This design comes from an exercise in tuning for small area on the open sky130 flow, not from production work.
The RTL was checked by simulation tests, not by an equivalence proof against the original design.
Power is estimated from default activity; no workload was simulated.

$ cat flow/flow/run.sh
#!/bin/bash
# Layout flow: the standard layout (standard.sh) with three changes.
#  1. Port buffers use the plain buf_2 cell instead of the flow's default.
#  2. After floorplan, the AND2 gates that drive wide nets (one write enable
#     per register row, one read select per register and port, the write
#     data) are upsized to and2_4, so that they drive their nets directly
#     instead of through repair buffers.
#  3. CTS clusters up to 25 sinks within 80 um per clkbuf_16 and inserts no
#     dummy loads.
# Each tool's output goes to a log file of its own in this folder.
set -euo pipefail
export BUFFER_PORTS_ARGS="-buffer_cell sky130_fd_sc_hd__buf_2"
export CTS_ARGS="-sink_clustering_enable -repair_clock_nets -buf_list sky130_fd_sc_hd__clkbuf_16 -sink_clustering_size 25 -sink_clustering_max_diameter 80 -dont_use_dummy_load"

bash standard.sh floorplan > flow_floorplan.log 2>&1

ODB=$(ls -d orfs/results/*/register_bank/base)/2_floorplan.odb
ODB=$(readlink -f "$ODB") MINFO=12 CELL=sky130_fd_sc_hd__and2_4 \
  openroad -exit -no_init flow/upsize.tcl > flow_upsize.log 2>&1

bash standard.sh finish > flow_finish.log 2>&1
$ cat flow/flow/upsize.tcl
# Upsize the AND2 gates that drive wide nets (register-row write enables,
# read selects, write data) to CELL before placement, so that one gate
# drives each wide net instead of a chain of repair buffers.
read_liberty /OpenROAD-flow-scripts/flow/platforms/sky130hd/lib/sky130_fd_sc_hd__tt_025C_1v80.lib
read_db $::env(ODB)
set n 0
foreach inst [[ord::get_db_block] getInsts] {
  set m [[$inst getMaster] getName]
  if {![string match "sky130_fd_sc_hd__and2_*" $m]} continue
  foreach it [$inst getITerms] {
    if {![$it isOutputSignal]} continue
    set net [$it getNet]
    if {$net eq "NULL"} continue
    if {[llength [$net getITerms]] - 1 >= $::env(MINFO)} {
      replace_cell [$inst getName] $::env(CELL)
      incr n
    }
  }
}
puts "UPSIZED $n"
write_db $::env(ODB)
$ cat flow/standard.sh
#!/bin/bash
# synth_recipe.tcl (not shown) runs the flow's synth.tcl, then flattens the netlist and writes it again
# the make line also repeats each setting of config.mk as NAME=value (left out here)
make -C /OpenROAD-flow-scripts/flow DESIGN_CONFIG=/design/flow/config.mk WORK_HOME=/design/flow/orfs CLKGATE_MAP_FILE= SYNTH_SCRIPT=/design/flow/synth_recipe.tcl "${@:-finish}"
$ cat flow/config.mk
export PLATFORM = sky130hd
export DESIGN_NAME = register_bank
export DESIGN_NICKNAME = register_bank
export VERILOG_FILES = /design/flow/design.v
export SDC_FILE = /design/flow/constraint.sdc
export NUM_CORES = 4
export LEC_CHECK = 0
export CAP_MARGIN = 20
export CORE_MARGIN = 2
export CORE_UTILIZATION = 65
export CTS_BUF_LIST = sky130_fd_sc_hd__clkbuf_16
export CTS_CLUSTER_DIAMETER = 80
export CTS_CLUSTER_SIZE = 25
export SLEW_MARGIN = 20
export SYNTH_HIERARCHICAL = 1
export SYNTH_MINIMUM_KEEP_SIZE = 0
$ cat flow/constraint.sdc
create_clock -name core_clock -period 4.0 [get_ports {clock}]
set_input_delay 0.8000 -clock core_clock [delete_from_list [all_inputs] [get_ports {clock}]]
set_output_delay 0.8000 -clock core_clock [all_outputs]
set_load 0.01 [all_outputs]
$ cat flow/design.v
package register_bank_pkg;
  localparam int DEFAULT_DATA_WIDTH = 32;
  localparam int DEFAULT_ADDR_WIDTH = 5;
  localparam int ZERO_REG           = 0;
  localparam int DEFAULT_SP_INDEX   = 2;
  localparam int DEFAULT_SP_RESET   = 252;
endpackage
module reg_scoreboard
#(
  parameter  int ADDR_WIDTH = register_bank_pkg::DEFAULT_ADDR_WIDTH
) (
  input  logic                     clock,
  input  logic [2**ADDR_WIDTH-1:0] clear,
  input  logic [2**ADDR_WIDTH-1:0] set,
  output logic [2**ADDR_WIDTH-1:0] busy,
  input  logic                     same,
  output logic                     conflict
);
  localparam int NUM_REGS = 2 ** ADDR_WIDTH;
  logic [NUM_REGS-1:0] busy_next;
  logic                busy_hit;
  assign busy_next[0] = 1'b0;
  assign busy[0]      = 1'b0;
  for (genvar i = 1; i < NUM_REGS; i++) begin : g_bit
    rb_busybit u_bit (
      .busy  (busy[i]),
      .clear (clear[i]),
      .set   (set[i]),
      .next  (busy_next[i])
    );
  end
  rb_andor33 u_busy_hit (
    .s ({2'b00, set[NUM_REGS-1:1]}),
    .d ({2'b00, busy[NUM_REGS-1:1]}),
    .y (busy_hit)
  );
  always_ff @(posedge clock) begin
    busy[NUM_REGS-1:1] <= busy_next[NUM_REGS-1:1];
    conflict           <= busy_hit && !same;
  end
endmodule
module rb_busybit (
  input  logic busy,
  input  logic clear,
  input  logic set,
  output logic next
);
  assign next = set || (busy && !clear);
endmodule
module register_bank
#(
  parameter  int DATA_WIDTH = register_bank_pkg::DEFAULT_DATA_WIDTH,
  parameter  int ADDR_WIDTH = register_bank_pkg::DEFAULT_ADDR_WIDTH,
  parameter  int SP_INDEX   = register_bank_pkg::DEFAULT_SP_INDEX,
  parameter  int SP_RESET   = register_bank_pkg::DEFAULT_SP_RESET
) (
  input  logic                  clock,
  input  logic                  reset,
  input  logic [ADDR_WIDTH-1:0] rs1,
  input  logic [ADDR_WIDTH-1:0] rs2,
  input  logic                  readEnable,
  output logic [DATA_WIDTH-1:0] outRS1,
  output logic [DATA_WIDTH-1:0] outRS2,
  output logic                  busyRS1,
  output logic                  busyRS2,
  input  logic [ADDR_WIDTH-1:0] rsWrite,
  input  logic [DATA_WIDTH-1:0] dataWrite,
  input  logic                  rWrite,
  input  logic                  reserve,
  input  logic [ADDR_WIDTH-1:0] rsReserve,
  output logic                  reserveConflict
);
  localparam int NUM_REGS = 2 ** ADDR_WIDTH;
  localparam int NSEL     = NUM_REGS + 1;
  localparam int BYP      = NUM_REGS - 1;
  localparam int HOLD     = NUM_REGS;
  localparam logic [DATA_WIDTH-1:0] SP_VALUE = DATA_WIDTH'(SP_RESET);
  logic [DATA_WIDTH-1:0] regs [1:NUM_REGS-1];
  logic [NUM_REGS-1:0]   busy;
  logic                  write_hit;
  logic [NUM_REGS-1:0]   wr_en;
  logic [NUM_REGS-1:0]   res_en;
  logic [DATA_WIDTH-1:0] wdata;
  logic [DATA_WIDTH-1:0] wdata_sp;
  logic                  byp1;
  logic                  byp2;
  logic                  rd1;
  logic                  rd2;
  logic [NSEL-1:0]       sel1;
  logic [NSEL-1:0]       sel2;
  logic [DATA_WIDTH-1:0] port1;
  logic [DATA_WIDTH-1:0] port2;
  logic                  pbusy1;
  logic                  pbusy2;
  assign write_hit = rWrite && (rsWrite != ADDR_WIDTH'(register_bank_pkg::ZERO_REG));
  logic [7:0] w_hi;
  logic [3:0] w_lo;
  always_comb begin
    for (int k = 0; k < 8; k++) begin
      w_hi[k] = reset || (rsWrite[4:2] == 3'(k));
    end
    for (int j = 0; j < 4; j++) begin
      w_lo[j] = reset || (rWrite && (rsWrite[1:0] == 2'(j)));
    end
    for (int i = 0; i < NUM_REGS; i++) begin
      res_en[i] = !reset && reserve && (i != register_bank_pkg::ZERO_REG) &&
                  (rsReserve == ADDR_WIDTH'(i));
    end
  end
  assign wr_en[0] = 1'b0;
  for (genvar i = 1; i < NUM_REGS; i++) begin : g_wr_en
    rb_and2 u_wr_en (.a(w_hi[i / 4]), .b(w_lo[i % 4]), .y(wr_en[i]));
  end
  reg_scoreboard #(
    .ADDR_WIDTH (ADDR_WIDTH)
  ) u_scoreboard (
    .clock    (clock),
    .clear    (wr_en),
    .set      (res_en),
    .same     (rWrite && (rsWrite == rsReserve)),
    .busy     (busy),
    .conflict (reserveConflict)
  );
  for (genvar b = 0; b < DATA_WIDTH; b++) begin : g_wdata
    rb_and2 u_wdata (.a(!reset), .b(dataWrite[b]), .y(wdata[b]));
  end
  assign wdata_sp = reset ? SP_VALUE : dataWrite;
  always_ff @(posedge clock) begin
    for (int i = 1; i < NUM_REGS; i++) begin
      if (wr_en[i]) begin
        regs[i] <= (i == SP_INDEX) ? wdata_sp : wdata;
      end
    end
  end
  assign rd1  = readEnable && !reset;
  assign rd2  = readEnable && !reset;
  assign byp1 = write_hit && (rs1 == rsWrite);
  assign byp2 = write_hit && (rs2 == rsWrite);
  logic [7:0] r1_hi, r2_hi;
  logic [3:0] r1_lo, r2_lo;
  always_comb begin
    for (int k = 0; k < 8; k++) begin
      r1_hi[k] = (rs1[4:2] == 3'(k));
      r2_hi[k] = (rs2[4:2] == 3'(k));
    end
    for (int j = 0; j < 4; j++) begin
      r1_lo[j] = rd1 && !byp1 && (rs1[1:0] == 2'(j));
      r2_lo[j] = rd2 && !byp2 && (rs2[1:0] == 2'(j));
    end
  end
  for (genvar i = 1; i < NUM_REGS; i++) begin : g_sel
    rb_and2 u_sel1 (.a(r1_hi[i / 4]), .b(r1_lo[i % 4]), .y(sel1[i-1]));
    rb_and2 u_sel2 (.a(r2_hi[i / 4]), .b(r2_lo[i % 4]), .y(sel2[i-1]));
  end
  rb_and2 u_byp1  (.a(rd1), .b(byp1), .y(sel1[BYP]));
  rb_and2 u_byp2  (.a(rd2), .b(byp2), .y(sel2[BYP]));
  rb_and2 u_hold1 (.a(!readEnable), .b(!reset), .y(sel1[HOLD]));
  rb_and2 u_hold2 (.a(!readEnable), .b(!reset), .y(sel2[HOLD]));
  for (genvar b = 0; b < DATA_WIDTH; b++) begin : g_bit
    logic [NSEL-1:0] d1;
    logic [NSEL-1:0] d2;
    for (genvar i = 1; i < NUM_REGS; i++) begin : g_reg
      assign d1[i-1] = regs[i][b];
      assign d2[i-1] = regs[i][b];
    end
    assign d1[BYP]  = dataWrite[b];
    assign d2[BYP]  = dataWrite[b];
    assign d1[HOLD] = outRS1[b];
    assign d2[HOLD] = outRS2[b];
    rb_andor33 u_rd1 (.s(sel1), .d(d1), .y(port1[b]));
    rb_andor33 u_rd2 (.s(sel2), .d(d2), .y(port2[b]));
  end
  rb_andor33 u_bsy1 (.s(sel1), .d({busyRS1, 1'b0, busy[NUM_REGS-1:1]}), .y(pbusy1));
  rb_andor33 u_bsy2 (.s(sel2), .d({busyRS2, 1'b0, busy[NUM_REGS-1:1]}), .y(pbusy2));
  always_ff @(posedge clock) begin
    outRS1  <= port1;
    outRS2  <= port2;
    busyRS1 <= pbusy1;
    busyRS2 <= pbusy2;
  end
endmodule
module rb_andor33 (
  input  logic [32:0] s,
  input  logic [32:0] d,
  output logic        y
);
  logic [10:0] t;
  for (genvar g = 0; g < 11; g++) begin : g_aoi
    rb_aoi222 u_aoi (
      .a0(s[3*g]),   .b0(d[3*g]),
      .a1(s[3*g+1]), .b1(d[3*g+1]),
      .a2(s[3*g+2]), .b2(d[3*g+2]),
      .y (t[g])
    );
  end
  rb_nand11 u_nand (.a(t), .y(y));
endmodule
module rb_aoi222 (
  input  logic a0, b0, a1, b1, a2, b2,
  output logic y
);
  assign y = !((a0 && b0) || (a1 && b1) || (a2 && b2));
endmodule
module rb_nand11 (
  input  logic [10:0] a,
  output logic        y
);
  assign y = !(&a);
endmodule
module rb_and2 (
  input  logic a,
  input  logic b,
  output logic y
);
  assign y = a && b;
endmodule
==> flow_summary.json, run 1 <==
{
  "fill_cells": 4043,
  "vias_per_cell": 9.10,
  "cpPeakStageDelay_ns": 0.55,
  "dr_total_vias": 32700,
  "hold_path_class": "in -> reg",
  "power_mw": 21.5,
  "ff2ff_path_depth": 3,
  "antenna_found_initial": 13,
  "hold_buffers": 0,
  "worstPathRequired_ns": 4.50,
  "first_global_vias": 30200,
  "skew_ns": 0.0463,
  "grt_pass1_wl_um": 219000,
  "end_kind": "flop",
  "cts_setup_buffers": 0,
  "drtPass1Iterations": 22,
  "whs_ns": 0.493,
  "r2r_setup_slack_ns": 1.89,
  "cp-start-kind": "input port",
  "fin_area_um2": 47400,
  "postRouteWirelength_um": 158000,
  "min_delay_path_depth": 2,
  "critical_path_class": "in -> reg",
  "cp_max_fo": 23,
  "path_cells": "buf_2 -> xor2_1 -> a211oi_2 -> a21oi_1 -> and2_4 -> buf_4 -> a222oi_1 -> nand4_1 -> or3_1",
  "drv_slew": 0,
  "num_rows": 94,
  "status": "timing/DRC/antenna clean",
  "fin_crit_ns": 3.73,
  "core-area_um2": 65700,
  "tightest_slew_ns": 1.22,
  "cp_slowest_cell": "nand4_1",
  "clock-root-buffer": "clkbuf_16",
  "place_hpwl_um": 97800,
  "min_from": "dataWrite[26]",
  "layout_common_cells": "edfxtp_1 (992), a222oi_1 (737), nand4_1 (134)",
  "multi_input_area_um2": 11300,
  "drive_above_1_share_pct": 15.0,
  "drv_cap": 0,
  "place_area_um2": 46100,
  "leakage_nw": 15.4,
  "die_h_um": 262,
  "initial_utilization_pct": 65.7,
  "hold_viol": 0,
  "ir_worst_vdd_mv": 0.517,
  "clk_pin_slew_ns": 0.10,
  "period_share_pct": 93.3,
  "die_area_um2": 68600,
  "avgSynthCellArea_um2": 17.3,
  "seq_area_um2": 31800,
  "drt_iter0_drc": 11800,
  "rsz0062_at_grt": "no",
  "cts.sink_count": 1090,
  "post_drt_wl_per_cell_um": 44.1,
  "r2r-start": "regs[7][9]",
  "place.gp.congestion": 0.979,
  "cts_buffers": 51,
  "ctsResizeCount": 0,
  "netlist_area_um2": 43200,
  "setup_viol": 0,
  "holdPathEnd": "regs[2][26]",
  "io_buffers": 123,
  "fmax_mhz": 268,
  "cts_tree": "built",
  "clkLatencyLatePin_ns": 0.63,
  "areaGrowthSynthToFinish_pct": 9.75,
  "fin_util_pct": 72.1,
  "postSynthCellCount": 2503,
  "h-tree-depth": 2,
  "grt_util_all_layers_pct": 45.3,
  "cts_buffer_depth": 3,
  "yosysWarnings": 9,
  "r2r_end": "outRS1[9]",
  "slew_headroom_pct": 18.6,
  "nNetsFinal": 2778,
  "ioPinCount": 124,
  "grt.overflow.total": 0,
  "final_common_cell": "edfxtp_1",
  "die_x_um": 262,
  "power.density_nw_per_um2": 453,
  "grt_max_degree": 34,
  "ant_nets": 0,
  "cp.arrival_ns": 4.23,
  "drc": 0
}
where the power goes:
| group | internal, mW | leakage [nW] | switching, mW |
|---|---|---|---|
| sequential | 13.6 | 9.70 | 0.692 |
| combinational | 0.386 | 5.11 | 1.14 |
| clock | 2.28 | 0.629 | 3.34 |
| total | 16.3 | 15.4 | 5.17 |
layout make-up:
type / instances / area share (%)
flip-flops and latches: 1090 / 67.0
multi-input cells: 1330 / 23.8
repair buffers: 213 / 3.94
clock buffers: 51 / 2.69
well taps: 864 / 2.28
inverters: 35 / 0.277
diodes: 6 / 0.0317
state kept, by name, indices dropped and copies added, names as in the netlist:
| register | count |
|---|---|
| outRS2 | 32 |
| busyRS2 | 1 |
| outRS1 | 32 |
| u_scoreboard.busy | 31 |
| u_scoreboard.conflict | 1 |
| regs | 992 |
| busyRS1 | 1 |
worst max-delay path by stage:
stage	from	endpoint	slack, ns	cells after the start
4_1_cts	rs1[3]	outRS1[28]	0.58	9
5_1_grt	rs1[3]	outRS1[28]	0.37	9
3_3_place_gp	rsWrite[3]	outRS1[28]	-0.06	9
6_report	rs1[3]	outRS1[28]	0.27	9
2_1_floorplan	reset	regs[13][0]	1.02	5
3_5_place_dp	rs1[3]	outRS1[28]	-0.07	9
through the flow:
step | setup TNS (ns) | std cells | worst slack [ns]
2_1_floorplan | 0 | 2507 | 1.02
3_3_place_gp | -0.0563 | 3532 | -0.0563
3_5_place_dp | -0.0654 | 3532 | -0.0654
4_1_cts | 0 | 3583 | 0.577
5_1_grt | 0 | 3585 | 0.370
6_report | 0 | 3589 | 0.268
critical path: cells and delay by family:
family | cells | cell delay (ns)
compound gates | 3 | 1.33
xor+xnor | 1 | 0.17
buf+inv | 2 | 0.38
simple gates | 3 | 1.52
metal layers:
layer  track usage [%]  wire length (µm)  up-vias
li1                  -                 -    12400
met1              62.9             51800    15700
met2              65.5             66600     3861
met3              17.7             31500      675
met4              16.7              8110       12
met5                 0                77        -
==> run 2, diff against run 1 <==
--- a/flow/config.mk
+++ b/flow/config.mk
@@ -8,5 +8,5 @@
 export CAP_MARGIN = 20
 export CORE_MARGIN = 2
-export CORE_UTILIZATION = 65
+export CORE_UTILIZATION = 70
 export CTS_BUF_LIST = sky130_fd_sc_hd__clkbuf_16
 export CTS_CLUSTER_DIAMETER = 80
==> flow_summary.json, run 2 <==
{
  "leakage_nw": 15.2,
  "period_share_pct": 87.6,
  "vias_per_cell": 9.51,
  "critical_path_class": "in -> reg",
  "cts_buffer_depth": 3,
  "io_buffers": 123,
  "setup_viol": 0,
  "cts_setup_buffers": 0,
  "die_area_um2": 63700,
  "setup_tns_ns": 0,
  "nNetsFinal": 2749,
  "worstPathRequired_ns": 4.50,
  "yosysWarnings": 9,
  "cts_buffers": 50,
  "cp-startpoint": "rsWrite[3]",
  "layout_setup_ws_ns": 0.497,
  "cp-start-kind": "input port",
  "drt_iter0_drc": 11500,
  "drt-met1-wl_um": 48300,
  "wl_met3_um": 33600,
  "postSynthCellCount": 2503,
  "die_x_um": 252,
  "drv_slew": 0,
  "cts.sink_count": 1090,
  "grt_pass1_wl_um": 219000,
  "highest_layer": "met5",
  "post_drt_wl_per_cell_um": 45.4,
  "cp.arrival_ns": 4.00,
  "fin_crit_ns": 3.50,
  "drc": 0,
  "ctsResizeCount": 0,
  "clk_pin_slew_ns": 0.09,
  "power.density_nw_per_um2": 457,
  "largest_register": "regs",
  "place_hpwl_um": 92100,
  "drtPass1Iterations": 15,
  "avgSynthCellArea_um2": 17.3,
  "num_rows": 91,
  "fmax_mhz": 285,
  "first_global_vias": 30700,
  "hold_buffers": 0,
  "die_h_um": 252,
  "initial_utilization_pct": 70.4,
  "min_from": "dataWrite[5]",
  "grt_util_all_layers_pct": 48.8,
  "largest_reg_flops": 992,
  "pre_cts_slack_ns": 0.208,
  "areaGrowthSynthToFinish_pct": 8.33,
  "postRouteWirelength_um": 158000,
  "drive_above_1_share_pct": 14.1,
  "top_regs": "regs (992), outRS1 (32), outRS2 (32)",
  "ir_worst_vdd_mv": 0.393,
  "ant_nets": 0,
  "hold_viol": 0,
  "cp_max_fo": 33,
  "cts_tree": "built",
  "dr_total_vias": 33200,
  "antenna_found_initial": 23,
  "grt.overflow.total": 0,
  "rsz0062_at_grt": "no",
  "grt_max_degree": 34,
  "layout_common_cells": "edfxtp_1 (992), a222oi_1 (737), nand4_1 (134)",
  "ioPinCount": 124,
  "status": "timing/DRC/antenna clean",
  "clkLatencyLatePin_ns": 0.66,
  "clock-root-buffer": "clkbuf_16",
  "end_kind": "flop",
  "core-area_um2": 61400,
  "dr_wl_met2_um": 66200,
  "netlist_area_um2": 43200,
  "h-tree-depth": 2,
  "hold_path_class": "in -> reg",
  "final_common_cell": "edfxtp_1",
  "skew_ns": 0.0656,
  "drv_cap": 0,
  "tightest_slew_ns": 1.15,
  "r2r-start": "regs[1][31]",
  "slew_headroom_pct": 23.4,
  "place.gp.congestion": 1.08
}
-- run 2: path summary, 6_finish.rpt --
path              depth (start not counted)  slack, ns                     to
setup / recovery                          9       0.50              outRS1[7]
hold / removal                            2       0.51             regs[2][5]
setup reg to reg                          3       1.96             outRS2[31]
hold reg to reg                           1       0.53  u_scoreboard.busy[21]
-- run 2: worst max-delay path, stage by stage --
cell      delay, ns
buf_2          0.17
xor2_1         0.17
a211oi_2       0.38
a21oi_1        0.44
and2_4         0.29
buf_12         0.16
a222oi_1       0.46
nand4_1        0.52
or3_1          0.53
-- run 2: per-layer routing --
metal | up-vias | global-route usage, %
met3 | 891 | 22.1
met2 | 4247 | 70.0
met5 | - | 0
li1 | 12300 | -
met4 | 16 | 21.7
met1 | 15800 | 64.6
-- run 2: cell type report --
cell class	count	area (µm²)
multi-input cells	1330	11300
repair buffers	185	1360
diodes	13	32.5
clock buffers	50	1250
well taps	790	988
fillers	3470	14600
inverters	35	131
flip-flops and latches	1090	31800
-- run 2: through the flow --
| step | hold slack, ns | util [%] | cells | power (mW) | area [µm²] |
|---|---|---|---|---|---|
| 3_3_place_gp | 0.480 | 74.2 | 3430 | 15.8 | 45500 |
| 6_report | 0.514 | 76.3 | 3493 | 21.4 | 46800 |
| 2_1_floorplan | 0.468 | - | 2507 | 15.0 | 43200 |
| 5_1_grt | 0.525 | 76.3 | 3487 | 21.7 | 46800 |
| 3_5_place_dp | 0.495 | 74.2 | 3430 | 15.9 | 45500 |
| 4_1_cts | 0.496 | 76.2 | 3480 | 21.1 | 46800 |
-- run 2: power by group --
group / internal [mW] / total, mW / switching (mW) / leakage (nW)
Combinational: 0.376 / 1.52 / 1.14 / 4.89
Sequential: 13.6 / 14.3 / 0.687 / 9.70
Clock: 2.23 / 5.55 / 3.31 / 0.616

-- afterwards: timing with drivers on the ports --
How much do the figures lean on ideal ports? The routed layouts below were timed once more, with nothing changed but the port constraints. Step 1 sets driving cells, clkbuf_16 on the clock port and buf_2 on the other inputs (assumed; they add their load-dependent delay and slew). Step 2, shift: input delay + t, output delay - t, t = (earliest + latest rising clock arrival at the registers) / 2. This alone moves slack from input paths to output paths. a / b / c = no drivers / after step 1 / after step 2; a / b = the first two.
| run | t (ns) | setup WS [ns] | hold WS [ns] | worst setup path at the end | cell pins on the clock port's net |
|---|---|---|---|---|---|
| run 1 | 0.687 | 0.268 / 0.316 / -0.371 | 0.493 / 0.506 / 0.523 | input to register | 1 |
| run 2 | 0.700 | 0.497 / 0.548 / -0.152 | 0.514 / 0.470 / 0.527 | input to register | 1 |
With both steps, setup timing fails in run 1 and run 2, where it was met with ideal ports. The setup slack of run 2, which loses most, moves by +0.051 ns with the drivers and by -0.649 ns with both steps.
